What follows belongs to an exercise in optimizing a design on an open flow for small area; a production flow would make more cautious choices. At most, simulation tests tie the RTL to the original design; equivalence was not proved. Power is estimated from default activity; no workload was simulated.

==> wip/juniper <==
Design icmp_echo_tx, start of the top module:
module icmp_echo_tx #(
    parameter logic [47:0] board_mac       = 48'h00_11_22_33_44_55,
    parameter logic [31:0] board_ip        = {8'd192, 8'd168, 8'd0, 8'd2},
    parameter logic [47:0] default_dst_mac = 48'hff_ff_ff_ff_ff_ff,
    parameter logic [31:0] default_dst_ip  = {8'd192, 8'd168, 8'd0, 8'd3},
    parameter int          fifo_depth      = 64
) (
    input  logic                      gmii_tx_clk,
    input  logic                      rst,
    input  logic                      tx_start,
    input  logic [15:0]               tx_byte_num,
    input  logic [47:0]               dst_mac,
    input  logic [31:0]               dst_ip,
    input  logic [15:0]               icmp_id,
    input  logic [15:0]               icmp_seq,
    input  logic [31:0]               data_sum,      
    input  logic [7:0]                payload_data,
    input  logic                      payload_wr,
    output logic                      payload_full,
    output logic                      gmii_tx_en,
    output logic [7:0]                gmii_txd,
    output logic                      busy,
    output logic                      tx_done
);
Settings: LEC_CHECK=0, CAP_MARGIN=20, CORE_MARGIN=2, CORE_UTILIZATION=45, PLACE_DENSITY=0.6, SLEW_MARGIN=20; clock period 8.0 ns.
standard.sh (not shown) runs the stock make flow with config.mk's settings and CLKGATE_MAP_FILE= SYNTH_SCRIPT=/design/flow/synth_recipe.tcl, a recipe that flattens the netlist after the stock synthesis.
==> flow/flow/run.sh <==
#!/bin/bash
# Own layout flow: the standard flow (standard.sh) with three changes:
#  - synthesis maps the logic with an area-oriented ABC script (flow/abc_area.script)
#    in place of ORFS's speed script; everything else in synthesis is unchanged
#  - the port buffers are buf_1 cells instead of clkdlybuf4s50_1
#  - clock tree synthesis inserts no dummy loads
# Each tool's output goes to the ORFS logs under orfs/logs; make's own output to flow_make.log.
set -euo pipefail
cd "$(dirname "$0")/.."
W=$PWD
rm -rf "$W/scripts_mod"
cp -r "$FLOW_HOME/scripts" "$W/scripts_mod"
cp "$W/flow/abc_area.script" "$W/scripts_mod/abc_speed.script"
export SCRIPTS_DIR="$W/scripts_mod"
export BUFFER_PORTS_ARGS="-buffer_cell sky130_fd_sc_hd__buf_1"
export CTS_ARGS="-sink_clustering_enable -repair_clock_nets -dont_use_dummy_load"
bash "$W/standard.sh" > "$W/flow_make.log" 2>&1
==> flow/flow/abc_area.script <==
&get -n
&st
&syn2
&dch -f
&nf -a -R 1000
&st
&syn2
&dch -f
&nf -a -R 1000
&put
topo
stime -c
==> inputs of wip/maple, as changes to wip/juniper <==
--- a/flow/design.v
+++ b/flow/design.v
@@ -138,14 +138,18 @@
     end
     logic [7:0] mac_r [6];
     logic       mac_dflt;
     always_ff @(posedge gmii_tx_clk) begin
         for (int i = 0; i < 6; i++)
             mac_r[i] <= accept ? dst_mac[8*(5-i) +: 8] : mac_r[(i+1)%6];
+    end
+    always_ff @(posedge gmii_tx_clk) begin
         if (accept)
-            mac_dflt <= dst_mac == 48'd0;
+            mac_dflt <= 1'b1;
+        else if (t >= 7'd1 && t <= 7'd6 && mac_r[0] != 8'h00)
+            mac_dflt <= 1'b0;
     end
     logic [31:0] ip_v;
     logic [7:0]  ip_r [4];
     assign ip_v = dst_ip | ((dst_ip == 32'd0) ? default_dst_ip : 32'd0);
     always_ff @(posedge gmii_tx_clk) begin
         for (int i = 0; i < 4; i++)
@@ -267,17 +271,21 @@
             7'd55, 7'd56:                 tx_byte = ~icmp_cs;
             7'd57, 7'd58, 7'd59, 7'd60:   tx_byte = idseq_r[0];
             7'd79, 7'd80, 7'd81, 7'd82:   tx_byte = ~crc[7:0];
             default:                      tx_byte = (t >= 7'd61 && t <= 7'd78 && rd_valid) ? fifo_data : 8'h00;
         endcase
     end
-    assign crc_x = (t >= 7'd79) ? 8'h00 : (crc[7:0] ^ tx_byte);
+    logic crc_on;
+    logic crc_inv;
+    assign crc_on  = (t >= 7'd19) && (t <= 7'd78);
+    assign crc_inv = (t >= 7'd19) && (t <= 7'd22);
+    assign crc_x   = crc_on ? (crc[7:0] ^ tx_byte ^ {8{crc_inv}}) : 8'h00;
     crc32_byte u_crc (
         .crc_in  (crc),
         .x       (crc_x),
         .crc_out (crc_next)
     );
     always_ff @(posedge gmii_tx_clk) begin
-        crc      <= (t < 7'd19) ? 32'hffff_ffff : crc_next;
+        crc      <= crc_next;
         gmii_txd <= tx_byte;
     end
 endmodule
==> flow/flow/run.sh (replaced) <==
#!/bin/bash
# Own layout flow: the standard flow (standard.sh) with three changes:
#  - synthesis maps the logic with an area-oriented ABC script (flow/abc_area.script)
#    in place of ORFS's speed script; everything else in synthesis is unchanged
#  - the port buffers are buf_1 cells instead of clkdlybuf4s50_1
#  - clock tree synthesis uses larger sink clusters and inserts no dummy loads
# The tools' logs are ORFS's, under orfs/logs; make's own output goes to flow_make.log.
set -euo pipefail
cd "$(dirname "$0")/.."
W=$PWD
rm -rf "$W/scripts_mod"
cp -r "$FLOW_HOME/scripts" "$W/scripts_mod"
cp "$W/flow/abc_area.script" "$W/scripts_mod/abc_speed.script"
export SCRIPTS_DIR="$W/scripts_mod"
export BUFFER_PORTS_ARGS="-buffer_cell sky130_fd_sc_hd__buf_1"
export CTS_ARGS="-sink_clustering_enable -repair_clock_nets -dont_use_dummy_load -sink_clustering_size 16 -sink_clustering_max_diameter 60 -buf_list {sky130_fd_sc_hd__clkbuf_4 sky130_fd_sc_hd__clkbuf_8}"
bash "$W/standard.sh" > "$W/flow_make.log" 2>&1
CORE_UTILIZATION = 55   (was 45)
PLACE_DENSITY = 0.65   (was 0.6)
==> inputs of wip/delta, as changes to wip/juniper <==
--- a/flow/design.v
+++ b/flow/design.v
@@ -6,18 +6,25 @@
     input  logic [7:0] init_tail,
     input  logic [7:0] op,
     output logic [7:0] head,
     output logic [7:0] tail
 );
     logic       c;
-    logic [8:0] s;
-    assign s = {1'b0, head} + {1'b0, op} + {8'h00, c};
+    logic [7:0] s;
+    logic [8:0] k;
+    always_comb begin
+        k[0] = c;
+        for (int i = 0; i < 8; i++) begin
+            s[i]   = head[i] ^ op[i] ^ k[i];
+            k[i+1] = (head[i] & op[i]) | (head[i] & k[i]) | (op[i] & k[i]);
+        end
+    end
     always_ff @(posedge gmii_tx_clk) begin
         head <= load ? init_head : tail;
-        tail <= load ? init_tail : s[7:0];
-        c    <= load ? 1'b0 : s[8];
+        tail <= load ? init_tail : s;
+        c    <= load ? 1'b0 : k[8];
     end
 endmodule
 `timescale 1ns/100ps
 module payload_fifo #(
     parameter int fifo_depth = 64     
 ) (
@@ -42,19 +49,26 @@
         for (int i = 0; i < fifo_depth; i++)
             sel[i] = count[aw-1:0] == i[aw-1:0];
         rdata = 8'h00;
         for (int i = 0; i < fifo_depth; i++)
             rdata = rdata | (sr[8*i +: 8] & {8{sel[i]}});
     end
+    logic [aw:0] count_next;
+    always_comb begin
+        logic k;
+        k = wr_ok ^ rd;
+        for (int i = 0; i <= aw; i++) begin
+            count_next[i] = count[i] ^ k;
+            k             = k & (count[i] ^ rd);
+        end
+    end
     always_ff @(posedge gmii_tx_clk or posedge rst) begin
         if (rst)
             count <= '0;
-        else if (wr_ok && !rd)
-            count <= count + 1'b1;
-        else if (!wr_ok && rd)
-            count <= count - 1'b1;
+        else
+            count <= count_next;
     end
     always_ff @(posedge gmii_tx_clk) begin
         if (wr_ok)
             sr <= {sr[8*fifo_depth-9:0], wdata};
     end
 endmodule
@@ -117,35 +131,54 @@
     logic [7:0]  crc_x;
     assign busy    = (t != 7'd0) && (t != t_done);
     assign tx_done = t == t_done;
     assign accept  = tx_start && !busy;
     assign gmii_tx_en = (t >= 7'd12) && (t <= 7'd83);
     assign n_nz    = n != 11'd0;
+    logic [6:0]  t_inc;
+    logic [10:0] n_dec;
+    always_comb begin
+        logic k;
+        k = 1'b1;
+        for (int i = 0; i < 7; i++) begin
+            t_inc[i] = t[i] ^ k;
+            k        = k & t[i];
+        end
+        k = 1'b1;
+        for (int i = 0; i < 11; i++) begin
+            n_dec[i] = n[i] ^ k;
+            k        = k & !n[i];
+        end
+    end
     always_ff @(posedge gmii_tx_clk or posedge rst) begin
         if (rst)
             t <= 7'd0;
         else if (accept)
             t <= 7'd1;
         else if (t == 7'd0 || t == t_done)
             t <= 7'd0;
         else if (t != t_hold || !n_nz)
-            t <= t + 7'd1;
+            t <= t_inc;
     end
     always_ff @(posedge gmii_tx_clk) begin
         if (accept)
             n <= tx_byte_num[10:0];
         else if (t >= 7'd60 && n_nz)
-            n <= n - 11'd1;
+            n <= n_dec;
     end
     logic [7:0] mac_r [6];
     logic       mac_dflt;
     always_ff @(posedge gmii_tx_clk) begin
         for (int i = 0; i < 6; i++)
             mac_r[i] <= accept ? dst_mac[8*(5-i) +: 8] : mac_r[(i+1)%6];
+    end
+    always_ff @(posedge gmii_tx_clk) begin
         if (accept)
-            mac_dflt <= dst_mac == 48'd0;
+            mac_dflt <= 1'b1;
+        else if (t >= 7'd1 && t <= 7'd6 && mac_r[0] != 8'h00)
+            mac_dflt <= 1'b0;
     end
     logic [31:0] ip_v;
     logic [7:0]  ip_r [4];
     assign ip_v = dst_ip | ((dst_ip == 32'd0) ? default_dst_ip : 32'd0);
     always_ff @(posedge gmii_tx_clk) begin
         for (int i = 0; i < 4; i++)
@@ -167,13 +200,20 @@
     logic [7:0] id_head;
     logic [7:0] id_tail;
     logic       id_turn;
     logic       id_c;
     logic [7:0] id_sum;
     assign id_turn = (t == 7'd6) || (t == 7'd7) || (t == 7'd37) || (t == 7'd38);
-    assign id_sum  = id_head + {7'd0, (t == 7'd6) || ((t == 7'd7) && id_c)};
+    always_comb begin
+        logic k;
+        k = (t == 7'd6) || ((t == 7'd7) && id_c);
+        for (int i = 0; i < 8; i++) begin
+            id_sum[i] = id_head[i] ^ k;
+            k         = k & id_head[i];
+        end
+    end
     always_ff @(posedge gmii_tx_clk) begin
         id_c <= &id_head;
     end
     always_ff @(posedge gmii_tx_clk or posedge rst) begin
         if (rst) begin
             id_head <= 8'd0;
@@ -227,14 +267,22 @@
         .empty       (fifo_empty)
     );
     assign fifo_rd = (t >= 7'd60) && n_nz && !fifo_empty;
     always_ff @(posedge gmii_tx_clk) begin
         rd_valid <= fifo_rd;
     end
+    localparam logic [10:0] tl_add = 11'd28;
     logic [10:0] total_len;
-    assign total_len = n + 11'd28;
+    always_comb begin
+        logic k;
+        k = 1'b0;
+        for (int i = 0; i < 11; i++) begin
+            total_len[i] = n[i] ^ tl_add[i] ^ k;
+            k            = (n[i] & tl_add[i]) | (n[i] & k) | (tl_add[i] & k);
+        end
+    end
     always_comb begin
         tx_byte = 8'h00;
         case (t)
             7'd11, 7'd12, 7'd13, 7'd14,
             7'd15, 7'd16, 7'd17:          tx_byte = 8'h55;
             7'd18:                        tx_byte = 8'hd5;
@@ -267,17 +315,21 @@
             7'd55, 7'd56:                 tx_byte = ~icmp_cs;
             7'd57, 7'd58, 7'd59, 7'd60:   tx_byte = idseq_r[0];
             7'd79, 7'd80, 7'd81, 7'd82:   tx_byte = ~crc[7:0];
             default:                      tx_byte = (t >= 7'd61 && t <= 7'd78 && rd_valid) ? fifo_data : 8'h00;
         endcase
     end
-    assign crc_x = (t >= 7'd79) ? 8'h00 : (crc[7:0] ^ tx_byte);
+    logic crc_on;
+    logic crc_inv;
+    assign crc_on  = (t >= 7'd19) && (t <= 7'd78);
+    assign crc_inv = (t >= 7'd19) && (t <= 7'd22);
+    assign crc_x   = crc_on ? (crc[7:0] ^ tx_byte ^ {8{crc_inv}}) : 8'h00;
     crc32_byte u_crc (
         .crc_in  (crc),
         .x       (crc_x),
         .crc_out (crc_next)
     );
     always_ff @(posedge gmii_tx_clk) begin
-        crc      <= (t < 7'd19) ? 32'hffff_ffff : crc_next;
+        crc      <= crc_next;
         gmii_txd <= tx_byte;
     end
 endmodule
==> flow/flow/run.sh (replaced) <==
#!/bin/bash
# Own layout flow: the standard flow (standard.sh) with three changes:
#  - synthesis maps the logic with an area-oriented ABC script (flow/abc_area.script)
#    in place of ORFS's speed script; everything else in synthesis is unchanged
#  - the port buffers are buf_1 cells instead of clkdlybuf4s50_1
#  - clock tree synthesis uses larger sink clusters and inserts no dummy loads
# The tools' logs are ORFS's, under orfs/logs; make's own output goes to flow_make.log.
set -euo pipefail
cd "$(dirname "$0")/.."
W=$PWD
rm -rf "$W/scripts_mod"
cp -r "$FLOW_HOME/scripts" "$W/scripts_mod"
cp "$W/flow/abc_area.script" "$W/scripts_mod/abc_speed.script"
export SCRIPTS_DIR="$W/scripts_mod"
export BUFFER_PORTS_ARGS="-buffer_cell sky130_fd_sc_hd__buf_1"
export CTS_ARGS="-sink_clustering_enable -repair_clock_nets -dont_use_dummy_load -sink_clustering_size 14 -sink_clustering_max_diameter 60 -buf_list {sky130_fd_sc_hd__clkbuf_4 sky130_fd_sc_hd__clkbuf_8}"
bash "$W/standard.sh" > "$W/flow_make.log" 2>&1
==> flow/flow/abc_area.script (replaced) <==
strash
dc2
dch -f
amap -F 4 -A 4
topo
stime -c
CORE_UTILIZATION = 55   (was 45)
PLACE_DENSITY = 0.65   (was 0.6)
==> inputs of wip/sierra, as changes to wip/juniper <==
--- a/flow/design.v
+++ b/flow/design.v
@@ -6,18 +6,25 @@
     input  logic [7:0] init_tail,
     input  logic [7:0] op,
     output logic [7:0] head,
     output logic [7:0] tail
 );
     logic       c;
-    logic [8:0] s;
-    assign s = {1'b0, head} + {1'b0, op} + {8'h00, c};
+    logic [7:0] s;
+    logic [8:0] k;
+    always_comb begin
+        k[0] = c;
+        for (int i = 0; i < 8; i++) begin
+            s[i]   = head[i] ^ op[i] ^ k[i];
+            k[i+1] = (head[i] & op[i]) | (head[i] & k[i]) | (op[i] & k[i]);
+        end
+    end
     always_ff @(posedge gmii_tx_clk) begin
         head <= load ? init_head : tail;
-        tail <= load ? init_tail : s[7:0];
-        c    <= load ? 1'b0 : s[8];
+        tail <= load ? init_tail : s;
+        c    <= load ? 1'b0 : k[8];
     end
 endmodule
 `timescale 1ns/100ps
 module payload_fifo #(
     parameter int fifo_depth = 64     
 ) (
@@ -42,19 +49,26 @@
         for (int i = 0; i < fifo_depth; i++)
             sel[i] = count[aw-1:0] == i[aw-1:0];
         rdata = 8'h00;
         for (int i = 0; i < fifo_depth; i++)
             rdata = rdata | (sr[8*i +: 8] & {8{sel[i]}});
     end
+    logic [aw:0] count_next;
+    always_comb begin
+        logic k;
+        k = wr_ok ^ rd;
+        for (int i = 0; i <= aw; i++) begin
+            count_next[i] = count[i] ^ k;
+            k             = k & (count[i] ^ rd);
+        end
+    end
     always_ff @(posedge gmii_tx_clk or posedge rst) begin
         if (rst)
             count <= '0;
-        else if (wr_ok && !rd)
-            count <= count + 1'b1;
-        else if (!wr_ok && rd)
-            count <= count - 1'b1;
+        else
+            count <= count_next;
     end
     always_ff @(posedge gmii_tx_clk) begin
         if (wr_ok)
             sr <= {sr[8*fifo_depth-9:0], wdata};
     end
 endmodule
@@ -117,35 +131,54 @@
     logic [7:0]  crc_x;
     assign busy    = (t != 7'd0) && (t != t_done);
     assign tx_done = t == t_done;
     assign accept  = tx_start && !busy;
     assign gmii_tx_en = (t >= 7'd12) && (t <= 7'd83);
     assign n_nz    = n != 11'd0;
+    logic [6:0]  t_inc;
+    logic [10:0] n_dec;
+    always_comb begin
+        logic k;
+        k = 1'b1;
+        for (int i = 0; i < 7; i++) begin
+            t_inc[i] = t[i] ^ k;
+            k        = k & t[i];
+        end
+        k = 1'b1;
+        for (int i = 0; i < 11; i++) begin
+            n_dec[i] = n[i] ^ k;
+            k        = k & !n[i];
+        end
+    end
     always_ff @(posedge gmii_tx_clk or posedge rst) begin
         if (rst)
             t <= 7'd0;
         else if (accept)
             t <= 7'd1;
         else if (t == 7'd0 || t == t_done)
             t <= 7'd0;
         else if (t != t_hold || !n_nz)
-            t <= t + 7'd1;
+            t <= t_inc;
     end
     always_ff @(posedge gmii_tx_clk) begin
         if (accept)
             n <= tx_byte_num[10:0];
         else if (t >= 7'd60 && n_nz)
-            n <= n - 11'd1;
+            n <= n_dec;
     end
     logic [7:0] mac_r [6];
     logic       mac_dflt;
     always_ff @(posedge gmii_tx_clk) begin
         for (int i = 0; i < 6; i++)
             mac_r[i] <= accept ? dst_mac[8*(5-i) +: 8] : mac_r[(i+1)%6];
+    end
+    always_ff @(posedge gmii_tx_clk) begin
         if (accept)
-            mac_dflt <= dst_mac == 48'd0;
+            mac_dflt <= 1'b1;
+        else if (t >= 7'd1 && t <= 7'd6 && mac_r[0] != 8'h00)
+            mac_dflt <= 1'b0;
     end
     logic [31:0] ip_v;
     logic [7:0]  ip_r [4];
     assign ip_v = dst_ip | ((dst_ip == 32'd0) ? default_dst_ip : 32'd0);
     always_ff @(posedge gmii_tx_clk) begin
         for (int i = 0; i < 4; i++)
@@ -167,13 +200,20 @@
     logic [7:0] id_head;
     logic [7:0] id_tail;
     logic       id_turn;
     logic       id_c;
     logic [7:0] id_sum;
     assign id_turn = (t == 7'd6) || (t == 7'd7) || (t == 7'd37) || (t == 7'd38);
-    assign id_sum  = id_head + {7'd0, (t == 7'd6) || ((t == 7'd7) && id_c)};
+    always_comb begin
+        logic k;
+        k = (t == 7'd6) || ((t == 7'd7) && id_c);
+        for (int i = 0; i < 8; i++) begin
+            id_sum[i] = id_head[i] ^ k;
+            k         = k & id_head[i];
+        end
+    end
     always_ff @(posedge gmii_tx_clk) begin
         id_c <= &id_head;
     end
     always_ff @(posedge gmii_tx_clk or posedge rst) begin
         if (rst) begin
             id_head <= 8'd0;
@@ -227,14 +267,22 @@
         .empty       (fifo_empty)
     );
     assign fifo_rd = (t >= 7'd60) && n_nz && !fifo_empty;
     always_ff @(posedge gmii_tx_clk) begin
         rd_valid <= fifo_rd;
     end
+    localparam logic [10:0] tl_add = 11'd28;
     logic [10:0] total_len;
-    assign total_len = n + 11'd28;
+    always_comb begin
+        logic k;
+        k = 1'b0;
+        for (int i = 0; i < 11; i++) begin
+            total_len[i] = n[i] ^ tl_add[i] ^ k;
+            k            = (n[i] & tl_add[i]) | (n[i] & k) | (tl_add[i] & k);
+        end
+    end
     always_comb begin
         tx_byte = 8'h00;
         case (t)
             7'd11, 7'd12, 7'd13, 7'd14,
             7'd15, 7'd16, 7'd17:          tx_byte = 8'h55;
             7'd18:                        tx_byte = 8'hd5;
@@ -267,17 +315,21 @@
             7'd55, 7'd56:                 tx_byte = ~icmp_cs;
             7'd57, 7'd58, 7'd59, 7'd60:   tx_byte = idseq_r[0];
             7'd79, 7'd80, 7'd81, 7'd82:   tx_byte = ~crc[7:0];
             default:                      tx_byte = (t >= 7'd61 && t <= 7'd78 && rd_valid) ? fifo_data : 8'h00;
         endcase
     end
-    assign crc_x = (t >= 7'd79) ? 8'h00 : (crc[7:0] ^ tx_byte);
+    logic crc_on;
+    logic crc_inv;
+    assign crc_on  = (t >= 7'd19) && (t <= 7'd78);
+    assign crc_inv = (t >= 7'd19) && (t <= 7'd22);
+    assign crc_x   = crc_on ? (crc[7:0] ^ tx_byte ^ {8{crc_inv}}) : 8'h00;
     crc32_byte u_crc (
         .crc_in  (crc),
         .x       (crc_x),
         .crc_out (crc_next)
     );
     always_ff @(posedge gmii_tx_clk) begin
-        crc      <= (t < 7'd19) ? 32'hffff_ffff : crc_next;
+        crc      <= crc_next;
         gmii_txd <= tx_byte;
     end
 endmodule
==> flow/flow/run.sh (replaced) <==
#!/bin/bash
# Own layout flow: the standard flow (standard.sh) with three changes:
#  - synthesis maps the logic with an area-oriented ABC script (flow/abc_area.script)
#    in place of ORFS's speed script; everything else in synthesis is unchanged
#  - the port buffers are buf_1 cells instead of clkdlybuf4s50_1
#  - clock tree synthesis uses larger sink clusters and inserts no dummy loads
# The tools' logs are ORFS's, under orfs/logs; make's own output goes to flow_make.log.
set -euo pipefail
cd "$(dirname "$0")/.."
W=$PWD
rm -rf "$W/scripts_mod"
cp -r "$FLOW_HOME/scripts" "$W/scripts_mod"
cp "$W/flow/abc_area.script" "$W/scripts_mod/abc_speed.script"
export SCRIPTS_DIR="$W/scripts_mod"
export BUFFER_PORTS_ARGS="-buffer_cell sky130_fd_sc_hd__buf_1"
export CTS_ARGS="-sink_clustering_enable -repair_clock_nets -dont_use_dummy_load -sink_clustering_size 14 -sink_clustering_max_diameter 60 -buf_list {sky130_fd_sc_hd__clkbuf_4 sky130_fd_sc_hd__clkbuf_8}"
bash "$W/standard.sh" > "$W/flow_make.log" 2>&1
==> flow/flow/abc_area.script (replaced) <==
strash
dc2
dch -f
amap -F 4 -A 4
topo
stime -c
CAP_MARGIN = 10   (was 20)
CORE_UTILIZATION = 62   (was 45)
PLACE_DENSITY = 0.72   (was 0.6)
SLEW_MARGIN = 10   (was 20)
==> summary.txt <==
Internal power of the cells: wip/maple 5.96 mW; wip/juniper 7.06 mW; wip/sierra 4.80 mW; wip/delta 4.86 mW
Power spent charging and discharging nets: wip/maple 2.50 mW; wip/juniper 2.66 mW; wip/sierra 1.18 mW; wip/delta 1.20 mW
Sequential cell area: wip/maple 0.0204 mm^2; wip/juniper 0.0204 mm^2; wip/sierra 0.0204 mm^2; wip/delta 0.0204 mm^2
Tot GR Track Use: wip/maple 32.0%; wip/juniper 27.3%; wip/sierra 35.0%; wip/delta 31.4%
Final critical path time including I/O delays and setup: wip/maple 5.66 ns; wip/juniper 6.12 ns; wip/sierra 6.24 ns; wip/delta 6.24 ns
Highest-utilization routing layer at the global route stage: wip/maple met2; wip/juniper met2; wip/sierra met1; wip/delta met2
Area enclosed by the die boundary: wip/maple 0.0536 mm^2; wip/juniper 0.0655 mm^2; wip/sierra 0.0468 mm^2; wip/delta 0.0526 mm^2
Transition time of the tightest slew-check pin: wip/maple 1.16 ns; wip/juniper 1.25 ns; wip/sierra 1.51 ns; wip/delta 1.21 ns
Clock distribution area overhead in the final layout: wip/maple 2.37%; wip/juniper 6.02%; wip/sierra 2.73%; wip/delta 2.93%
Worst-case hold path end point: wip/maple u_fifo.sr[387]$_DFFE_PP_; wip/juniper u_ip_sum.head[6]$_SDFF_PP1_; wip/sierra u_fifo.sr[25]$_DFFE_PP_; wip/delta crc[1]$_DFF_P_
Area Growth Syn to Fin: wip/maple 10.1%; wip/juniper 15.1%; wip/sierra 10.2%; wip/delta 10.8%
Clock root cell: wip/maple clkbuf_8; wip/juniper clkbuf_16; wip/sierra clkbuf_8; wip/delta clkbuf_8
Routed wire length on met2: wip/maple 38.9 mm; wip/juniper 40.4 mm; wip/sierra 34.2 mm; wip/delta 36.0 mm
Outcome: wip/maple finished clean; wip/juniper finished clean; wip/sierra complete, but fails checks; wip/delta finished clean
Reasons for failing layout checks: wip/maple -; wip/juniper -; wip/sierra max-capacitance violations, max-slew violations; wip/delta -
Only the layout flow was run in wip/maple; the RTL was not checked for function there.

[port drivers added, routing unchanged]
No port has a modelled driver above. Below, the same layouts with a new extraction and two added sets of constraints. Step 1, drivers: a clkbuf_16 drives gmii_tx_clk and a buf_2 each remaining input, both assumed. Step 2 times the ports against the registers' clock, not the clock port: input delays grow and output delays shrink by t, the midpoint of the rising clock arrivals with the driver on. Slacks: no drivers / after step 1 / after step 2; pairs: no drivers / after step 1.
| run | shift t [ns] | setup WS [ns] | hold slack, ns | worst setup path at the end | worst data-port slew with drivers (ns) |
|---|---|---|---|---|---|
| wip/juniper | 0.669 | 1.884 / 1.884 / 1.884 | 0.405 / 0.405 / 0.405 | register to register | 0.09 |
| wip/maple | 0.744 | 2.344 / 2.344 / 2.344 | 0.394 / 0.394 / 0.394 | register to register | 0.08 |
| wip/delta | 0.698 | 1.758 / 1.758 / 1.758 | 0.419 / 0.419 / 0.419 | register to register | 0.07 |
| wip/sierra | 0.732 | 1.764 / 1.764 / 1.764 | 0.384 / 0.384 / 0.384 | register to register | 0.10 |
